Source: an optimization exercise on an open RTL-to-GDS flow (aim: small area). Production flows keep margins and buffers that such runs may drop.
The RTL was checked by simulation tests, not by an equivalence proof against the original design.
Power is estimated from default activity; no workload was simulated.

Setup of run a:
// udp_stream_top
module udp_stream_top
(
    input  wire logic      m00_axis_aclk,
    input  wire logic      m00_axis_aresetn,
    input  wire logic      wr_valid,
    input  udp_regs_pkg::reg_addr_t      wr_addr,
    input  udp_regs_pkg::reg_data_t      wr_data,
    output logic           wr_ready,
    input  wire logic      rd_valid,
    input  udp_regs_pkg::reg_addr_t      rd_addr,
    output logic           rd_ready,
    output logic           rdata_valid,
    output udp_regs_pkg::reg_data_t      rdata,
    input  wire logic      rdata_ready,
    output logic           m00_axis_tvalid,
    output udp_frame_pkg::axis_data_t     m00_axis_tdata,
    output udp_frame_pkg::axis_keep_t     m00_axis_tkeep,
    output logic           m00_axis_tlast,
    input  wire logic      m00_axis_tready
);
    logic [31:0] pkt_delay;
    logic [47:0] dst_mac;
    logic [31:0] mac_lo_stage;
    logic [31:0] src_ip, dst_ip;
    logic [15:0] src_port, dst_port;
    logic [31:0] sent_count, timer_count;
    assign wr_ready = 1'b1;
    assign rd_ready = ~rdata_valid;
    always_ff @(posedge m00_axis_aclk or negedge m00_axis_aresetn) begin
        if (!m00_axis_aresetn) begin
            pkt_delay    <= udp_regs_pkg::DEF_DELAY;
            dst_mac      <= udp_regs_pkg::DEF_DST_MAC;
            mac_lo_stage <= udp_regs_pkg::DEF_DST_MAC[31:0];
            src_ip       <= udp_regs_pkg::DEF_SRC_IP;
            dst_ip       <= udp_regs_pkg::DEF_DST_IP;
            src_port     <= udp_regs_pkg::DEF_PORT;
            dst_port     <= udp_regs_pkg::DEF_PORT;
        end else if (wr_valid) begin
  ...
Size in the first run: about 1500 cells after synthesis, roughly 460 flip-flops, roughly 160 I/O pins.
export LEC_CHECK = 0
export CAP_MARGIN = 20
export CORE_MARGIN = 2
export CORE_UTILIZATION = 60
export GPL_TIMING_DRIVEN = 0
export SLEW_MARGIN = 20
create_clock -name core_clock -period 10.0 [get_ports {m00_axis_aclk}]
standard.sh (not shown) runs the stock make flow with config.mk's settings and CLKGATE_MAP_FILE= SYNTH_SCRIPT=/design/flow/synth_recipe.tcl, a recipe that flattens the netlist after the stock synthesis.
==> flow/flow/run.sh <==
#!/bin/bash
# Standard layout, with two changes: the port buffers are the smallest
# buffer cell, and the clock tree uses small clock buffers in larger
# sink clusters, without dummy loads.
set -euo pipefail
export BUFFER_PORTS_ARGS="-buffer_cell sky130_fd_sc_hd__buf_1"
export CTS_ARGS="-sink_clustering_enable -repair_clock_nets -buf_list sky130_fd_sc_hd__clkbuf_4 -sink_clustering_size 10 -sink_clustering_max_diameter 50 -dont_use_dummy_load"
bash standard.sh > standard_flow.log 2>&1
Edits applied to the flow inputs when going from run a to run b:
Settings: removing GPL_TIMING_DRIVEN (formerly 0).
Results
Between run a and run b, the flow reports leakage power decreasing slightly.
Between run a and run b, path depth of the worst reg2reg path decreased.
Re cell count: run a was higher than run b.
Run b against run a: design area decreased 1.5%; wire length of the first global-routing pass decreased 4.2%; worst slew margin relative to its limit increased 7.6 points; share of total power in the clock network increased 0.3 points.
In the metrics for run b and run a, the one carrying the lower minimum clock period is run b.
Comparing the two runs side by side, run b comes out ahead of run a on setup slack.
Diff run a -> run b | number of signal-net buffers in the layout | down by more than a quarter
Run a was routed with more vias than run b.

---

Another version of the RTL of udp_stream_top (not shown whole).
Size: roughly 460 flip-flops, about 160 I/O pins, roughly 21000 um2 of cells after synthesis.
clock: 10.0 ns
lec_check: 0
cap_margin: 20
core_margin: 2
core_utilization: 70
slew_margin: 20
==> flow/flow/run.sh <==
#!/bin/bash
# The standard layout (standard.sh, standard synthesis unchanged), with
# two changes:
# - every port still gets a buffer, but the smallest buffer cell (buf_1);
# - the clock tree uses clkbuf_4 buffers, sink clusters of up to 10 flops
#   within 50 um, and no dummy loads.
# The make output goes to standard_flow.log; ORFS keeps each step's log
# under orfs/logs/.
set -euo pipefail
export BUFFER_PORTS_ARGS="-buffer_cell sky130_fd_sc_hd__buf_1"
export CTS_ARGS="-sink_clustering_enable -repair_clock_nets -buf_list sky130_fd_sc_hd__clkbuf_4 -sink_clustering_size 10 -sink_clustering_max_diameter 50 -dont_use_dummy_load"
bash standard.sh > standard_flow.log 2>&1
Then changed:
==> flow/flow/run.sh (replaced) <==
#!/bin/bash
# Standard layout, with two changes: the port buffers are the smallest
# buffer cell, and the clock tree uses small clock buffers in larger
# sink clusters, without dummy loads.
set -euo pipefail
export BUFFER_PORTS_ARGS="-buffer_cell sky130_fd_sc_hd__buf_1"
export CTS_ARGS="-sink_clustering_enable -repair_clock_nets -buf_list sky130_fd_sc_hd__clkbuf_4 -sink_clustering_size 10 -sink_clustering_max_diameter 50 -dont_use_dummy_load"
bash standard.sh > standard_flow.log 2>&1
Settings changed: CORE_UTILIZATION 70 to 60.
Wire length went up by about 2.7%.
Worst setup slack improved by 0.20 ns.
Die area went up by 16%.
Fmax went up by 2.7%.
Clock-buffer cell count stays the same.
Critical path depth does not change.
Global-route usage went down by 4.1 points.
Final area went up by 0.53%.
Total power hardly moves.

---

== rev 12 ==
RTL: one of the versions met above, not the one the previous note started from.
For scale: ~460 flip-flops, ~160 I/O pins.
## udp_stream_top
module udp_stream_top
(
    input  wire logic      m00_axis_aclk,
    input  wire logic      m00_axis_aresetn,
    input  wire logic      wr_valid,
    input  udp_regs_pkg::reg_addr_t      wr_addr,
    input  udp_regs_pkg::reg_data_t      wr_data,
    output logic           wr_ready,
    input  wire logic      rd_valid,
    input  udp_regs_pkg::reg_addr_t      rd_addr,
    output logic           rd_ready,
    output logic           rdata_valid,
    output udp_regs_pkg::reg_data_t      rdata,
    input  wire logic      rdata_ready,
    output logic           m00_axis_tvalid,
    output udp_frame_pkg::axis_data_t     m00_axis_tdata,
    output udp_frame_pkg::axis_keep_t     m00_axis_tkeep,
    output logic           m00_axis_tlast,
    input  wire logic      m00_axis_tready
);
clock: 10.0 ns
lec_check: 0
cap_margin: 20
core_margin: 2
core_utilization: 72
gpl_timing_driven: 0
slew_margin: 20
==> flow/flow/run.sh <==
#!/bin/bash
# Standard layout, with two changes: the port buffers are the smallest
# buffer cell, and the clock tree uses small clock buffers in larger
# sink clusters, without dummy loads.
set -euo pipefail
export BUFFER_PORTS_ARGS="-buffer_cell sky130_fd_sc_hd__buf_1"
export CTS_ARGS="-sink_clustering_enable -repair_clock_nets -buf_list sky130_fd_sc_hd__clkbuf_4 -sink_clustering_size 10 -sink_clustering_max_diameter 50 -dont_use_dummy_load"
bash standard.sh > standard_flow.log 2>&1
Input changes introduced in rev 13 (baseline for comparison: rev 12):
Settings: GPL_TIMING_DRIVEN: 0 -> unset; CORE_UTILIZATION: 72 -> 60.
==> flow/flow/run.sh <==
#!/bin/bash
# Standard layout, with two changes: the port buffers are the smallest
# buffer cell, and the clock tree uses small clock buffers in larger
# sink clusters, without dummy loads.
set -euo pipefail
export BUFFER_PORTS_ARGS="-buffer_cell sky130_fd_sc_hd__buf_1"
export CTS_ARGS="-sink_clustering_enable -repair_clock_nets -buf_list sky130_fd_sc_hd__clkbuf_4 -sink_clustering_size 8 -sink_clustering_max_diameter 40 -dont_use_dummy_load"
bash standard.sh > standard_flow.log 2>&1
Relative to rev 12, average via count per standard cell decreased by about 5.6% in rev 13.
Changes observed in rev 13 relative to rev 12: area added between synthesis and finish fell by 0.41 points; number of antenna cells inserted went down by 1.
When the final numbers for rev 12 and rev 13 were put side by side, the first-pass GRT wire length turned out to be greater in rev 12.
Hold slack is higher on rev 12
In terms of static power due to leakage, rev 13 and rev 12 differ only marginally.
Compared with rev 12, rev 13 shows detailed-router iteration count before antenna repair lower by 3.
In rev 13 relative to rev 12, count of non-CTS buffers in the layout had gone down by more than a quarter.
Relative to rev 12, utilization has decreased by 13 points in rev 13.
For clock slew seen by the registers of the worst setup and hold paths, rev 12 and rev 13 come out practically identical.
Between rev 12 and rev 13, the wire length is higher for rev 12.

---

== garnet ==
udp_stream_top, a different RTL version from the one above (not shown whole).
For scale: roughly 1600 cells after synthesis, roughly 470 flip-flops, about 160 I/O pins, roughly 22000 um^2 of cells after synthesis.
==> flow/config.mk <==
export PLATFORM = sky130hd
export DESIGN_NAME = udp_stream_top
export DESIGN_NICKNAME = udp_stream_top
export VERILOG_FILES = /design/flow/design.v
export SDC_FILE = /design/flow/constraint.sdc
export NUM_CORES = 4
export LEC_CHECK = 0
export CAP_MARGIN = 20
export CORE_MARGIN = 2
export CORE_UTILIZATION = 60
export SLEW_MARGIN = 20
==> flow/constraint.sdc <==
create_clock -name core_clock -period 10.0 [get_ports {m00_axis_aclk}]
set_input_delay 2.0000 -clock core_clock [delete_from_list [all_inputs] [get_ports {m00_axis_aclk}]]
set_output_delay 2.0000 -clock core_clock [all_outputs]
set_load 0.01 [all_outputs]
==> flow/flow/run.sh <==
#!/bin/bash
# Standard layout, with two changes: the port buffers are the smallest
# buffer cell, and the clock tree uses small clock buffers in larger
# sink clusters, without dummy loads.
set -euo pipefail
export BUFFER_PORTS_ARGS="-buffer_cell sky130_fd_sc_hd__buf_1"
export CTS_ARGS="-sink_clustering_enable -repair_clock_nets -buf_list sky130_fd_sc_hd__clkbuf_8 -sink_clustering_size 16 -sink_clustering_max_diameter 60 -dont_use_dummy_load"
bash standard.sh > standard_flow.log 2>&1
garnet: PASS, flow complete, no timing, DRC or antenna violations
The inputs of sierra differ from those of garnet as listed below.
--- a/flow/flow/run.sh
+++ b/flow/flow/run.sh
@@ -7 +7,2 @@
-export CTS_ARGS="-sink_clustering_enable -repair_clock_nets -buf_list sky130_fd_sc_hd__clkbuf_8 -sink_clustering_size 16 -sink_clustering_max_diameter 60 -dont_use_dummy_load"
+export RECOVER_POWER=100
+export CTS_ARGS="-sink_clustering_enable -repair_clock_nets -buf_list sky130_fd_sc_hd__clkbuf_4 -sink_clustering_size 10 -sink_clustering_max_diameter 50 -dont_use_dummy_load"
==> results.txt <==
Although it ran to completion, sierra produced a layout that fails the final checks because of capacitance limit, slew limit.
Cmp sierra vs garnet: design area lower in sierra
Between garnet and sierra, power share of the sequential group increased.
~same number of buffers inserted by hold repair at cts in sierra and garnet
Re combinational share of power: garnet was lower than sierra.
Diff garnet -> sierra: power density over the cells went down by about 1.4%, power share of the clock group dropped 1.5 points, maximum frequency rose by 0.43%, iteration count of the initial detailed-routing pass lost 3, detailed-routed wire length on met3 higher.
Critical path data required time: lower on garnet

-- port drivers added, routing unchanged --
How much do the figures lean on ideal ports? The routed layouts below were timed once more, with nothing changed but the port constraints. Step 1: set_driving_cell puts a clkbuf_16 on m00_axis_aclk and a buf_2 on each other input, an assumption about the parent block. Step 2 moves the port delays by t, midway between the first and last clock arrival at a register: inputs arrive t later, outputs are due t later. That takes back most of the time a late clock gives input paths. a / b / c = no drivers / after step 1 / after step 2; a / b = the first two.
run | t (ns) | slack for setup (ns) | worst hold slack (ns) | worst data-port slew with drivers (ns) | pins driven straight from the clock port
run a | 0.836 | 1.454 / 1.454 / 1.093 | 0.472 / 0.472 / 0.472 | 0.11 | 1
run b | 0.774 | 2.276 / 2.305 / 1.531 | 0.476 / 0.476 / 0.476 | 0.07 | 1
the first run of note 2 | 0.759 | 2.294 / 2.322 / 1.562 | 0.475 / 0.475 / 0.475 | 0.07 | 1
the second run of note 2 | 0.845 | 2.497 / 2.492 / 1.682 | 0.461 / 0.461 / 0.461 | 0.10 | 1
rev 12 | 0.726 | 1.547 / 1.547 / 1.123 | 0.483 / 0.483 / 0.483 | 0.07 | 1
rev 13 | 0.726 | 2.225 / 2.254 / 1.528 | 0.453 / 0.453 / 0.453 | 0.07 | 1
garnet | 0.650 | 0.727 / 0.727 / 0.727 | 0.464 / 0.464 / 0.464 | 0.06 | 1
sierra | 0.845 | 0.767 / 0.767 / 0.767 | 0.438 / 0.438 / 0.438 | 0.06 | 1
For the second run of note 2, which loses most, drivers alone change the setup slack by -0.005 ns; drivers and shift together by -0.815 ns.
